Context: an optimization exercise on an open-source flow, tuned for small area. The choices shown serve that exercise and are no tape-out recipe.
The RTL was checked by simulation tests, not by an equivalence proof against the original design.
Power and IR drop assume default switching activity.

## flow/design.v

```verilog
package servo_pkg;
   localparam int DEF_MIN_PW    = 500;
   localparam int DEF_CENTER_PW = 1_500;
   localparam int DEF_MAX_PW    = 2_500;
   localparam logic [1:0] CMD_NONE   = 2'd0;
   localparam logic [1:0] CMD_INC    = 2'd1;
   localparam logic [1:0] CMD_DEC    = 2'd2;
   localparam logic [1:0] CMD_CENTER = 2'd3;
   function automatic int calcPeriod(input int clkFreq, input int pwmFreq);
      if (pwmFreq > 0) calcPeriod = clkFreq / pwmFreq;
      else calcPeriod = 0;
   endfunction
   function automatic int chWidth(input int numCh);
      if (numCh <= 1) chWidth = 1;
      else chWidth = $clog2(numCh);
   endfunction
   function automatic logic [63:0] satAdd(input logic [63:0] value,
                                          input logic [63:0] step,
                                          input logic [63:0] limit);
      logic [64:0] sum;
      sum = {1'b0, value} + {1'b0, step};
      if (sum > {1'b0, limit}) satAdd = limit;
      else satAdd = sum[63:0];
   endfunction
   function automatic logic [63:0] satSub(input logic [63:0] value,
                                          input logic [63:0] step,
                                          input logic [63:0] limit);
      logic [64:0] floorVal;
      floorVal = {1'b0, limit} + {1'b0, step};
      if ({1'b0, value} < floorVal) satSub = limit;
      else satSub = value - step;
   endfunction
endpackage
module servo_pwm_multi
#(
   parameter int CLK_FREQ  = 1_000_000,
   parameter int PWM_FREQ  = 50,
   parameter int NUM_CH    = 4,
   parameter int MIN_PW    = servo_pkg::DEF_MIN_PW,
   parameter int MAX_PW    = servo_pkg::DEF_MAX_PW,
   parameter int CENTER_PW = servo_pkg::DEF_CENTER_PW,
   parameter int STEP      = 200,
   parameter int SLEW      = 50,
   parameter int CNT_W     = 32
) (
   input  logic              clk,
   input  logic              rst,
   input  logic              inc_pulse,
   input  logic              dec_pulse,
   input  logic              center_pulse,
   input  logic              sel_pulse,
   output logic [NUM_CH-1:0] pwm_out,
   output logic [NUM_CH-1:0] sel_onehot,
   output logic              at_min,
   output logic              at_max,
   output logic              frame_start
);
   localparam int PERIOD = servo_pkg::calcPeriod(CLK_FREQ, PWM_FREQ);
   localparam int CH_W   = servo_pkg::chWidth(NUM_CH);
   if (!((MIN_PW <= CENTER_PW) && (CENTER_PW <= MAX_PW) && (MAX_PW < PERIOD))) begin : gen_errPw
      $error("servo_pwm_multi: need MIN_PW <= CENTER_PW <= MAX_PW < PERIOD");
   end
   if (STEP <= 0) begin : gen_errStep
      $error("servo_pwm_multi: STEP must be positive");
   end
   if ((NUM_CH < 1) || (NUM_CH > 16)) begin : gen_errCh
      $error("servo_pwm_multi: NUM_CH must be 1..16");
   end
   if ((CNT_W < 2) || (CNT_W > 64) || ((64'(PERIOD - 1) >> CNT_W) != 64'd0)) begin : gen_errW
      $error("servo_pwm_multi: CNT_W must be 2..64 and hold PERIOD-1");
   end
   logic [CNT_W-1:0] cnt_q, cnt_d;
   logic [CH_W-1:0]  sel_q, sel_d;
   logic             frameStart_q;
   logic             frameEnd;
   logic [1:0]       cmd;
   logic [CNT_W-1:0] targetArr [NUM_CH];
   assign frameEnd = (cnt_q == CNT_W'(PERIOD - 1));
   always_comb begin
      cnt_d = frameEnd ? '0 : cnt_q + CNT_W'(1);
      sel_d = sel_q;
      if (sel_pulse) begin
         sel_d = (sel_q == CH_W'(NUM_CH - 1)) ? '0 : sel_q + CH_W'(1);
      end
   end
   always_ff @(posedge clk or negedge rst) begin
      if (!rst) begin
         cnt_q        <= '0;
         sel_q        <= '0;
         frameStart_q <= 1'b0;
      end else begin
         cnt_q        <= cnt_d;
         sel_q        <= sel_d;
         frameStart_q <= frameEnd;
      end
   end
   always_comb begin
      cmd = servo_pkg::CMD_NONE;
      if (center_pulse) begin
         cmd = servo_pkg::CMD_CENTER;
      end else if (inc_pulse && !dec_pulse) begin
         cmd = servo_pkg::CMD_INC;
      end else if (dec_pulse && !inc_pulse) begin
         cmd = servo_pkg::CMD_DEC;
      end
   end
   for (genvar i = 0; i < NUM_CH; i++) begin : gen_ch
      logic [1:0] chCmd;
      assign chCmd = (sel_q == CH_W'(i)) ? cmd : servo_pkg::CMD_NONE;
      servo_channel #(
         .CNT_W     (CNT_W),
         .MIN_PW    (MIN_PW),
         .MAX_PW    (MAX_PW),
         .CENTER_PW (CENTER_PW),
         .STEP      (STEP),
         .SLEW      (SLEW)
      ) u_channel (
         .clk_i      (clk),
         .rst_ni     (rst),
         .cnt_i      (cnt_q),
         .frameEnd_i (frameEnd),
         .cmd_i      (chCmd),
         .pwm_o      (pwm_out[i]),
         .target_o   (targetArr[i])
      );
   end
   always_comb begin
      sel_onehot        = '0;
      sel_onehot[sel_q] = 1'b1;
      at_min            = (targetArr[sel_q] == CNT_W'(MIN_PW));
      at_max            = (targetArr[sel_q] == CNT_W'(MAX_PW));
   end
   assign frame_start = frameStart_q;
endmodule
module servo_channel
#(
   parameter int CNT_W     = 32,
   parameter int MIN_PW    = servo_pkg::DEF_MIN_PW,
   parameter int MAX_PW    = servo_pkg::DEF_MAX_PW,
   parameter int CENTER_PW = servo_pkg::DEF_CENTER_PW,
   parameter int STEP      = 10_000,
   parameter int SLEW      = 2_500
) (
   input  logic             clk_i,
   input  logic             rst_ni,
   input  logic [CNT_W-1:0] cnt_i,
   input  logic             frameEnd_i,
   input  logic [1:0]       cmd_i,
   output logic             pwm_o,
   output logic [CNT_W-1:0] target_o
);
   localparam logic [CNT_W-1:0] CENTER_C = CNT_W'(CENTER_PW);
   localparam logic [CNT_W-1:0] SLEW_C   = CNT_W'(SLEW);
   logic [CNT_W-1:0] target_q, target_d;
   logic [CNT_W-1:0] current_q, current_d;
   logic             pwm_q;
   always_comb begin
      target_d = target_q;
      case (cmd_i)
         servo_pkg::CMD_CENTER: target_d = CENTER_C;
         servo_pkg::CMD_INC:    target_d = CNT_W'(servo_pkg::satAdd(64'(target_q), 64'(STEP), 64'(MAX_PW)));
         servo_pkg::CMD_DEC:    target_d = CNT_W'(servo_pkg::satSub(64'(target_q), 64'(STEP), 64'(MIN_PW)));
         default:    target_d = target_q;
      endcase
   end
   always_comb begin
      current_d = current_q;
      if (frameEnd_i) begin
         if (target_q >= current_q) begin
            if ((SLEW == 0) || ((target_q - current_q) <= SLEW_C)) begin
               current_d = target_q;
            end else begin
               current_d = current_q + SLEW_C;
            end
         end else begin
            if ((SLEW == 0) || ((current_q - target_q) <= SLEW_C)) begin
               current_d = target_q;
            end else begin
               current_d = current_q - SLEW_C;
            end
         end
      end
   end
   always_ff @(posedge clk_i or negedge rst_ni) begin
      if (!rst_ni) begin
         target_q  <= CENTER_C;
         current_q <= CENTER_C;
         pwm_q     <= 1'b0;
      end else begin
         target_q  <= target_d;
         current_q <= current_d;
         pwm_q     <= (cnt_i < current_q);
      end
   end
   assign pwm_o    = pwm_q;
   assign target_o = target_q;
endmodule
```

## flow/run.sh

```bash
#!/bin/bash
# synth_recipe.tcl (not shown) runs the flow's synth.tcl, then flattens the netlist and writes it again
# the make line also repeats each setting of config.mk as NAME=value (left out here)
make -C /OpenROAD-flow-scripts/flow DESIGN_CONFIG=/design/flow/config.mk WORK_HOME=/design/flow/orfs CLKGATE_MAP_FILE= SYNTH_SCRIPT=/design/flow/synth_recipe.tcl finish
```

## flow/config.mk

```make
export PLATFORM = sky130hd
export DESIGN_NAME = servo_pwm_multi
export DESIGN_NICKNAME = servo_pwm_multi
export VERILOG_FILES = /design/flow/design.v
export SDC_FILE = /design/flow/constraint.sdc
export NUM_CORES = 4
export LEC_CHECK = 0
export CAP_MARGIN = 20
export CORE_MARGIN = 2
export CORE_UTILIZATION = 40
export SLEW_MARGIN = 20
```

## flow/constraint.sdc

```tcl
create_clock -name core_clock -period 20.0 [get_ports {clk}]
set_input_delay 4.0000 -clock core_clock [delete_from_list [all_inputs] [get_ports {clk}]]
set_output_delay 4.0000 -clock core_clock [all_outputs]
set_load 0.01 [all_outputs]
```

==> out/qor.csv, run 1 <==
stage;metric;value;unit
critical_path;critPathCaptureType;output port;
yosys;synthXorXnorAreaFrac;6.10;%
layout;num-fill-cells;10300;
sta;clock.fmax;117;MHz
power_and_ir_drop;p_leak;17.6;nW
critical_path;crit_path_start_kind;register;
yosys;ys_types;104;
placed_design;dpl.hpwl;119;mm
route;drt_pass1_iterations;6;
yosys;ys_async_sr_fraction;100;%
sta;skew;0.0271;ns
floorplanning;die_w;321;um
yosys;yosysSeqAreaShare;18.0;%
route;detail_route.vias_per_cell;6.55;
route;ant_nets;0;
yosys;syn_avg_cell_area;7.24;sq um
sta;hold_viol;0;
power_and_ir_drop;switching_share;43.5;%
clocking;htreeDepth;2;
sta;period_share;42.6;%
floorplanning;initial_core_util;40.3;%
clocking;cts.sinks;287;
power_and_ir_drop;p_switching;1.11;mW
clocking;cts_buffers;40;
critical_path;critPathMaxFanout;13;
yosys;synth_top_area_share;14.4;%
placed_design;gp_congestion;0.965;
grt;grt_pass1_vias;39800;
job;maxCapViolCount;0;
yosys;synth_common_cells;530 x a21oi_1, 473 x o21ai_0, 468 x nand2_1;
sta;rsz0062_at_grt;false;
yosys;synth-main-ff-cell;dfrtp_1;
grt;grt_max_degree;141;
sta;slew_headroom;22.2;%
yosys;synth-simple-area-share;23.3;%
yosys;netlist_instances;5555;
yosys;yosys_register_bits;287;
critical_path;startpoint;gen_ch[3].u_channel.target_q[24];
sta;fin_tns_setup;0;ns
clocking;cts_tree;yes;
yosys;syn_area;40200;sq um
power_and_ir_drop;ir_drop;0.0651;mV
clocking;cts.path.max_buffers;3;
yosys;synth-compound-area-share;30.8;%
yosys;synth_most_common_cell;a21oi_1;
power_and_ir_drop;p_int;1.44;mW
sta;holdWs;0.525;ns
layout;final_util;42.5;%
yosys;synth.area.top_cells;dfrtp_1 14%, ha_1 13%, a21oi_1 6.6%;
placed_design;dp_cells;6585;
clocking;cts-hold-fix-buffers;0;
yosys;synth_warnings;3;
power_and_ir_drop;cellPowerDensity;60.0;nW/um^2
grt;grt.overflow.total;0;
power_and_ir_drop;seqPwrFrac;28.7;%
floorplanning;dieArea;103000;sq um
floorplanning;core;99900;sq um
yosys;synth-adder-area-share;13.1;%
hold_path;hold_class;reg -> reg;
critical_path;cp.arrival;4.52;ns
yosys;synth.largest_area_cell;dfrtp_1;
clocking;path_clk_slew;0.06;ns
outcome;status;timing/DRC/antenna clean;
sta;tightest_slew;1.17;ns
grt;grt_pass1_wl;241;mm
critical_path;critPathRequiredTime;16.00;ns
grt;grt.total_usage;29.3;%
yosys;synth_edf_count;0;
power_and_ir_drop;pwr-share-clk;30.2;%
route;post-route-drc-count;0;
clocking;cts_resized;0;
route;wl;158;mm
placed_design;port_buffers;16;
clocking;clock_latency;0.59;ns
layout;drive_gt1_share;5.13;%
power_and_ir_drop;power_frac_comb;41.0;%
clocking;cts_setup_buffers;0;
route;drt_iter0_drc;4930;
yosys;muxShareOfSynthArea;1.96;%
grt;antenna_found_initial;5;
route;num_vias;43600;
yosys;synth_top_family_by_area;compound AO/OA/AOI/OAI gates;
sta;period_minus_slack;8.52;ns
layout;area_growth;5.45;%
layout;finalNetCount;5757;
sta;setup-violations-final;0;
hold_path;min_from;gen_ch[2].u_channel.current_q[2];
route;routedWlPerCell;23.7;um
layout;stdcell_count;6660;
critical_path;criticalPathCategory;reg -> out;
floorplanning;fp.dieH;321;um
sta;drv_slew;0;
clocking;cts_root_buffer;clkbuf_16;
floorplanning;ios;17;
critical_path;r2r-start;gen_ch[3].u_channel.current_q[2];
floorplanning;num_rows;116;
final timing paths:
check	to	slack (ns)	depth (start not counted)
worst min-delay path	gen_ch[2].u_channel.current_q[2]	0.52	2
worst max-delay path	at_min	11.48	10
max in group asynchronous	gen_ch[2].u_channel.target_q[26]	15.09	2
worst max register to register	gen_ch[3].u_channel.current_q[24]	13.35	14
min in group asynchronous	gen_ch[1].u_channel.current_q[27]	3.42	1
worst min register to register	gen_ch[2].u_channel.current_q[2]	0.52	2
sequential cells by signal, indices dropped and copies added (netlist names):
signal / count
sel_q: 2
frameStart_q: 1
gen_ch.u_channel.target_q: 120
gen_ch.u_channel.current_q: 128
cnt_q: 32
gen_ch.u_channel.pwm_q: 4
critical path, cell delays in order, from the launching register on:
cell and delay, ns:
dfrtp_1 0.52, inv_1 0.16, nand3_1 0.16, or4_1 0.47, nor3_1 0.48, nand3_1 0.23
a221oi_1 0.58, a21oi_1 0.11, or2_2 0.36, nor4_1 0.28, clkdlybuf4s50_1 0.58
metrics by stage:
stage / setup slack (ns) / area (sq um) / power (mW)
finish: 11.48 / 42400 / 2.54
detailed placement: 12.13 / 41000 / 1.74
global route: 11.34 / 42400 / 2.66
CTS: 11.50 / 42400 / 2.52
global placement: 12.02 / 41000 / 1.74
floorplan: 13.41 / 40200 / 1.44
power groups by stage:
stage                     clock (mW)  sequential, mW  combinational, mW
after floorplan                    0           0.662              0.773
after global placement             0           0.735               1.01
after detailed placement           0           0.734               1.01
after CTS                      0.777           0.725               1.02
after global routing           0.799           0.733               1.13
final                          0.769           0.731               1.04
final cells by class:
cell class              count  area, sq um  share of cell area, %
multi-input cells        4604        30400                   71.7
flip-flops and latches    287         7250                   17.1
well taps                1298         1620                   3.83
inverters                 332         1250                   2.94
clock buffers              53         1130                   2.67
repair buffers             65          553                   1.30
clock inverters            20          211                  0.499
diodes                      1         2.50                0.00590
routing by layer:
metal | vias to the layer above | wire, um | track usage [%]
met1 | 21000 | 69400 | 41.5
met3 | 327 | 13700 | 4.39
met2 | 2113 | 69300 | 45.7
met5 | - | 13 | 0
li1 | 20200 | - | -
met4 | 2 | 5140 | 8.98
cells in the final DEF (no fill, tap or decap), types with 75 or more instances in the layout:
cell type	n
nor3_1	208
nand2_1	468
a21oi_1	527
dfrtp_1	231
o21ai_0	473
a31oi_1	78
xnor2_1	205
nor4_1	83
inv_1	323
ha_1	421
xor2_1	75
a21o_1	120
nand3_1	202
nor2_1	421
nand4_1	149
cell families after synthesis:
| logic type | after synthesis |
|---|---|
| buffers and inverters | 670 |
| XOR/XNOR | 280 |
| other | 2 |
| AO/OA/AOI/OAI | 1930 |
| multiplexers | 72 |
| AND/OR/NAND/NOR | 1893 |
| adder cells (fa/ha/maj) | 421 |
| flip-flops | 287 |
==> run 2, diff against run 1 <==
==> flow/design.v (replaced) <==
package servo_pkg;
   localparam int DEF_MIN_PW    = 500;
   localparam int DEF_CENTER_PW = 1_500;
   localparam int DEF_MAX_PW    = 2_500;
   localparam logic [3:0] TGT_CENTER = 4'd5;
   localparam logic [5:0] CUR_CENTER = 6'd20;
endpackage
module servo_pwm_multi (
   input  logic       clk,
   input  logic       rst,
   input  logic       inc_pulse,
   input  logic       dec_pulse,
   input  logic       center_pulse,
   input  logic       sel_pulse,
   output logic [3:0] pwm_out,
   output logic [3:0] sel_onehot,
   output logic       at_min,
   output logic       at_max,
   output logic       frame_start
);
   logic [5:0] lo_q;
   logic [8:0] g_q;
   logic [1:0] sel_q;
   logic       loWrap, gEnd, frameEnd;
   assign loWrap   = lo_q[5] & lo_q[4] & lo_q[0];               
   assign gEnd     = g_q[8] & g_q[7] & ~g_q[6] & g_q[2] & g_q[0];  
   assign frameEnd = gEnd & lo_q[5] & lo_q[4] & ~lo_q[0];        
   always_ff @(posedge clk or negedge rst) begin
      if (!rst) begin
         lo_q  <= 6'd63;
         g_q   <= 9'd389;
         sel_q <= 2'd0;
      end else begin
         lo_q  <= loWrap ? 6'd0 : lo_q + 6'd1;
         if (loWrap) g_q <= gEnd ? 9'd502 : g_q + 9'd1;
         if (sel_pulse) sel_q <= sel_q + 2'd1;
      end
   end
   assign frame_start = gEnd & lo_q[5] & lo_q[4] & lo_q[0] & ~lo_q[1];  
   logic       anyCmd;
   logic       gLow, gNeg;
   logic [3:0] tgt [4];
   assign anyCmd = center_pulse | (inc_pulse ^ dec_pulse);
   assign gLow   = (g_q[8:6] == 3'b000);
   assign gNeg   = (g_q[8:6] == 3'b111);
   for (genvar i = 0; i < 4; i++) begin : gen_ch
      servo_channel u_channel (
         .clk_i      (clk),
         .rst_ni     (rst),
         .frameEnd_i (frameEnd),
         .we_i       (anyCmd && (sel_q == 2'(i))),
         .center_i   (center_pulse),
         .inc_i      (inc_pulse),
         .dec_i      (dec_pulse),
         .g_i        (g_q[5:0]),
         .gLow_i     (gLow),
         .gNeg_i     (gNeg),
         .pwm_o      (pwm_out[i]),
         .target_o   (tgt[i])
      );
   end
   logic [3:0] tgtSel;
   assign tgtSel = tgt[sel_q];
   always_comb begin
      sel_onehot        = '0;
      sel_onehot[sel_q] = 1'b1;
   end
   assign at_min = (tgtSel == 4'd0);
   assign at_max = tgtSel[3] & tgtSel[1];
endmodule
module servo_channel (
   input  logic       clk_i,
   input  logic       rst_ni,
   input  logic       frameEnd_i,
   input  logic       we_i,        
   input  logic       center_i,
   input  logic       inc_i,
   input  logic       dec_i,
   input  logic [5:0] g_i,         
   input  logic       gLow_i,      
   input  logic       gNeg_i,      
   output logic       pwm_o,
   output logic [3:0] target_o
);
   logic [3:0] tgt_q, tgt_d;
   logic [5:0] cur_q, cur_d;
   logic       tgtMax, tgtMin;
   assign tgtMax = tgt_q[3] & tgt_q[1];
   assign tgtMin = (tgt_q == 4'd0);
   always_comb begin
      tgt_d = tgt_q;
      if (we_i) begin
         if (center_i)                tgt_d = servo_pkg::TGT_CENTER;
         else if (inc_i && !dec_i)    tgt_d = tgtMax ? tgt_q : tgt_q + 4'd1;
         else if (dec_i && !inc_i)    tgt_d = tgtMin ? tgt_q : tgt_q - 4'd1;
      end
   end
   logic up, down;
   assign up   = (cur_q[5:2] < tgt_q);
   assign down = (cur_q[5:2] > tgt_q) || ((cur_q[5:2] == tgt_q) && (cur_q[1:0] != 2'd0));
   always_comb begin
      cur_d = cur_q;
      if (frameEnd_i) begin
         if (up)        cur_d = cur_q + 6'd1;
         else if (down) cur_d = cur_q - 6'd1;
      end
   end
   always_ff @(posedge clk_i or negedge rst_ni) begin
      if (!rst_ni) begin
         tgt_q <= servo_pkg::TGT_CENTER;
         cur_q <= servo_pkg::CUR_CENTER;
      end else begin
         tgt_q <= tgt_d;
         cur_q <= cur_d;
      end
   end
   assign pwm_o    = gNeg_i | (gLow_i & (g_i < cur_q));
   assign target_o = tgt_q;
endmodule
==> run 2 against run 1 <==
  * Final cell count is 90% lower
  * First-iteration DRC count down 97%
  * Still clean on timing, DRC and antenna
  * Largest power group is now registers
  * Via count is 92% lower
  * Clock skew shrank 0.016 ns
  * Total power down 82%
  * Synthesized cell count decreased by 91%
  * Sequential share of layout area increased by 12 points
  * Sequential power is 78% lower
  * Combinational power down 84%
  * Sequential cell count is 230 lower
  * Fmax up 28%
==> out/qor.csv, run 2 <==
stage;metric;value;unit;change
clocking;cts_buffers;9;;-78%
layout;regMostFlops;gen_ch.u_channel.cur_q;;
layout;reg_top3;gen_ch.u_channel.cur_q (24), gen_ch.u_channel.tgt_q (16), g_q (9);;
sta;fin_tns_setup;0;ns;unchanged
yosys;synth_most_common_cell;ha_1;;
floorplanning;fp.dieH;109;um;-66%
yosys;yosys_register_bits;57;;-80%
clocking;cts_root_buffer;clkbuf_8;;
layout;final_cell_mix;63 x ha_1, 48 x inv_1, 35 x a21oi_1, 35 x xnor2_1, 34 x nand2_1;;
grt;grt_pass1_vias;3431;;-91%
outcome;status;timing/DRC/antenna clean;;
route;wl;9.32;mm;-94%
layout;final_common_cell;ha_1;;
yosys;synth_warnings;3;;unchanged
yosys;synth_edf_count;0;;unchanged
sta;setup-violations-final;0;;unchanged
layout;largest_reg_flops;24;;-81%
critical_path;critPathRequiredTime;16.00;ns;about the same
yosys;netlist_instances;487;;-91%
critical_path;r2r_slack;17.20;ns;+3.85 ns
hold_path;hold_class;reg -> reg;;
yosys;ys_async_sr_fraction;100;%;unchanged
critical_path;r2r-start;gen_ch[1].u_channel.tgt_q[2];;
floorplanning;initial_core_util;41.0;%;+0.71 points
floorplanning;core;10800;sq um;-89%
critical_path;crit_path_end;pwm_out[0];;
floorplanning;dieArea;12000;sq um;-88%
sta;tightest_slew;0.734;ns;-0.434 ns
route;detail_route.vias_per_cell;5.42;;-17%
clocking;cts_tree;yes;;
route;routedWlPerCell;14.4;um;-39%
critical_path;cp.arrival;2.66;ns;-1.86 ns
power_and_ir_drop;p_leak;2.20;nW;-88%
sta;hold_viol;0;;unchanged
clocking;clock_latency;0.36;ns;-0.23 ns
yosys;synth.largest_area_cell;ha_1;;
layout;antenna_cells;0;;-1
job;maxCapViolCount;0;;unchanged
placed_design;port_buffers;16;;unchanged
clocking;cts-hold-fix-buffers;0;;unchanged
route;drt_iter0_drc;168;;-97%
clocking;htreeDepth;3;;+1
critical_path;r2r_cells;11;;-3
clocking;cts.path.max_buffers;2;;-1
power_and_ir_drop;power;460;uW;-82%
sta;clock.fmax;150;MHz;+28%
grt;grt_max_degree;58;;-59%
yosys;synth-main-ff-cell;dfrtp_1;;
sta;skew;0.0109;ns;-0.0163 ns
yosys;synth_common_cells;63 x ha_1, 48 x inv_1, 35 x a21oi_1, 35 x xnor2_1, 34 x nand2_1;;
floorplanning;ios;17;;unchanged
clocking;cts_resized;0;;unchanged
clocking;cts_setup_buffers;0;;unchanged
yosys;synth_top_area_share;17.7;%;+3.4 points
clocking;cts.sinks;57;;-80%
yosys;ys_types;40;;-62%
floorplanning;die_w;109;um;-66%
sta;rsz0062_at_grt;false;;
grt;grt_pass1_wl;16.0;mm;-93%
sta;period_share;33.3;%;-9.3 points
critical_path;r2r_end;gen_ch[1].u_channel.cur_q[4];;
yosys;yosysSeqAreaShare;32.8;%;+15 points
grt;grt.total_usage;17.1;%;-12 points
route;ant_nets;0;;unchanged
placed_design;placed_area;4710;sq um;-89%
layout;finalNetCount;573;;-90%
route;num_vias;3495;;-92%
sta;period_minus_slack;6.66;ns;-1.85 ns
layout;area_growth;11.5;%;
sta;slew_headroom;50.6;%;+28 points
placed_design;gp_congestion;0.789;;-18%
power_and_ir_drop;cellPowerDensity;92.9;nW/um^2;+55%
critical_path;critPathMaxFanout;8;;-5
sta;drv_slew;0;;unchanged
clocking;path_clk_slew;0.06;ns;about the same
power_and_ir_drop;ir_drop;0.0396;mV;-39%
layout;drive_gt1_share;10.3;%;+5.2 points
yosys;syn_avg_cell_area;9.12;sq um;+26%
placed_design;dpl.hpwl;6.65;mm;-94%
critical_path;startpoint;g_q[1];;
yosys;syn_area;4440;sq um;-89%
route;post-route-drc-count;0;;unchanged
layout;fin_area;4950;sq um;-88%
critical_path;critPathCaptureType;output port;;
floorplanning;num_rows;38;;-67%
grt;antenna_found_initial;0;;-5
critical_path;crit_path_start_kind;register;;
yosys;synth.area.top_cells;ha_1 18%, dfrtp_1 17%, dfstp_2 15%;;
route;drt_pass1_iterations;4;;-2
grt;grt.overflow.total;0;;unchanged
critical_path;criticalPathCategory;reg -> out;;
run 2: changes by cell type in the layout (fill, tap and decap cells not counted), moves of 78 or more:
cell | previous run | this run
nor2_1 | 421 | 29
o21ai_0 | 473 | 31
xnor2_1 | 205 | 35
dfrtp_1 | 231 | 31
nand3_1 | 202 | 19
nor3_1 | 208 | 14
nand4_1 | 149 | 9
ha_1 | 421 | 63
nor4_1 | 83 | 5
a21o_1 | 120 | 21
nand2_1 | 468 | 34
a21oi_1 | 527 | 35
inv_1 | 323 | 48
run 2: critical path: stages, from the launching register on:
cell             delay, ns
dfrtp_1               0.61
ha_1                  0.31
a21o_1                0.16
a21o_1                0.17
a21o_1                0.17
a21oi_1               0.18
o21a_1                0.17
clkdlybuf4s50_1       0.53
run 2: layer usage:
metal,part of all wire [%],global-route usage [%],up-vias
li1,-,-,1750
met1,46,22.0,1690
met2,48,28.0,40
met3,3.1,2.79,15
met4,2.0,7.96,0
met5,0,0,-
run 2: cells by family (layout without fill, tap and decap cells):
kind of cell | Yosys count | count (layout) | share of synthesized area (%)
AOI/OAI and AO/OA | 115 | 115 | 16.9
xor gates and xnor gates | 38 | 38 | 7.49
adders and majority gates | 67 | 67 | 19.5
buffers and inverters | 63 | 81 | 5.69
DFF | 57 | 57 | 32.8
muxes | 10 | 10 | 2.37
and+or+nand+nor | 137 | 137 | 15.2
run 2: layout make-up:
| class | count | area, sq um |
|---|---|---|
| fill | 1044 | 5890 |
| multi-input combinational | 367 | 2730 |
| sequential | 57 | 1460 |
| inverter | 48 | 180 |
| tap | 140 | 175 |
| timing repair buffer | 17 | 163 |
| clock buffer | 11 | 141 |
| clock inverter | 5 | 103 |
run 2: how the worst min path moves through the flow:
| stage | slack, ns | endpoint | from | cells after the start |
|---|---|---|---|---|
| floorplan | 0.47 | lo_q[0] | lo_q[0] | 1 |
| global placement | 0.48 | lo_q[0] | lo_q[0] | 1 |
| detailed placement | 0.49 | lo_q[0] | lo_q[0] | 1 |
| CTS | 0.51 | g_q[8] | g_q[8] | 1 |
| global route | 0.52 | g_q[8] | g_q[8] | 1 |
| finish | 0.50 | lo_q[0] | lo_q[0] | 1 |
run 2: power breakdown:
part	internal (mW)	leakage (nW)	switching, mW
combinational	0.0748	1.39	0.0876
sequential	0.137	0.689	0.0246
clock	0.0860	0.120	0.0501
total	0.298	2.20	0.162
run 2: through the flow:
step | setup slack, ns | instances | util (%) | hold WS (ns)
6_report | 13.34 | 645 | 45.7 | 0.503
5_1_grt | 13.23 | 645 | 45.7 | 0.524
4_1_cts | 13.32 | 645 | 45.7 | 0.507
3_5_place_dp | 13.34 | 629 | 43.4 | 0.488
3_3_place_gp | 13.40 | 629 | 43.4 | 0.485
2_1_floorplan | 14.08 | 487 | - | 0.466

[separate check: timing with driven ports]
No port has a modelled driver above. Below, the same layouts with a new extraction and two added sets of constraints.
Step 1, drivers: a clkbuf_16 drives clk and a buf_2 each remaining input, both assumed.
Step 2 also shifts input and output timing later by t, the mid clock arrival at the registers, as if the neighbouring blocks saw the same clock.
a / b / c = ideal / step 1 / step 2; a / b = the first two.
run	t (ns)	setup WS [ns]	worst hold slack (ns)
run 1	0.651	11.482 / 11.410 / 12.062	0.525 / 0.525 / 0.525
run 2	0.383	13.336 / 13.304 / 13.347	0.503 / 0.503 / 0.503
After both steps every run listed still meets setup and hold.
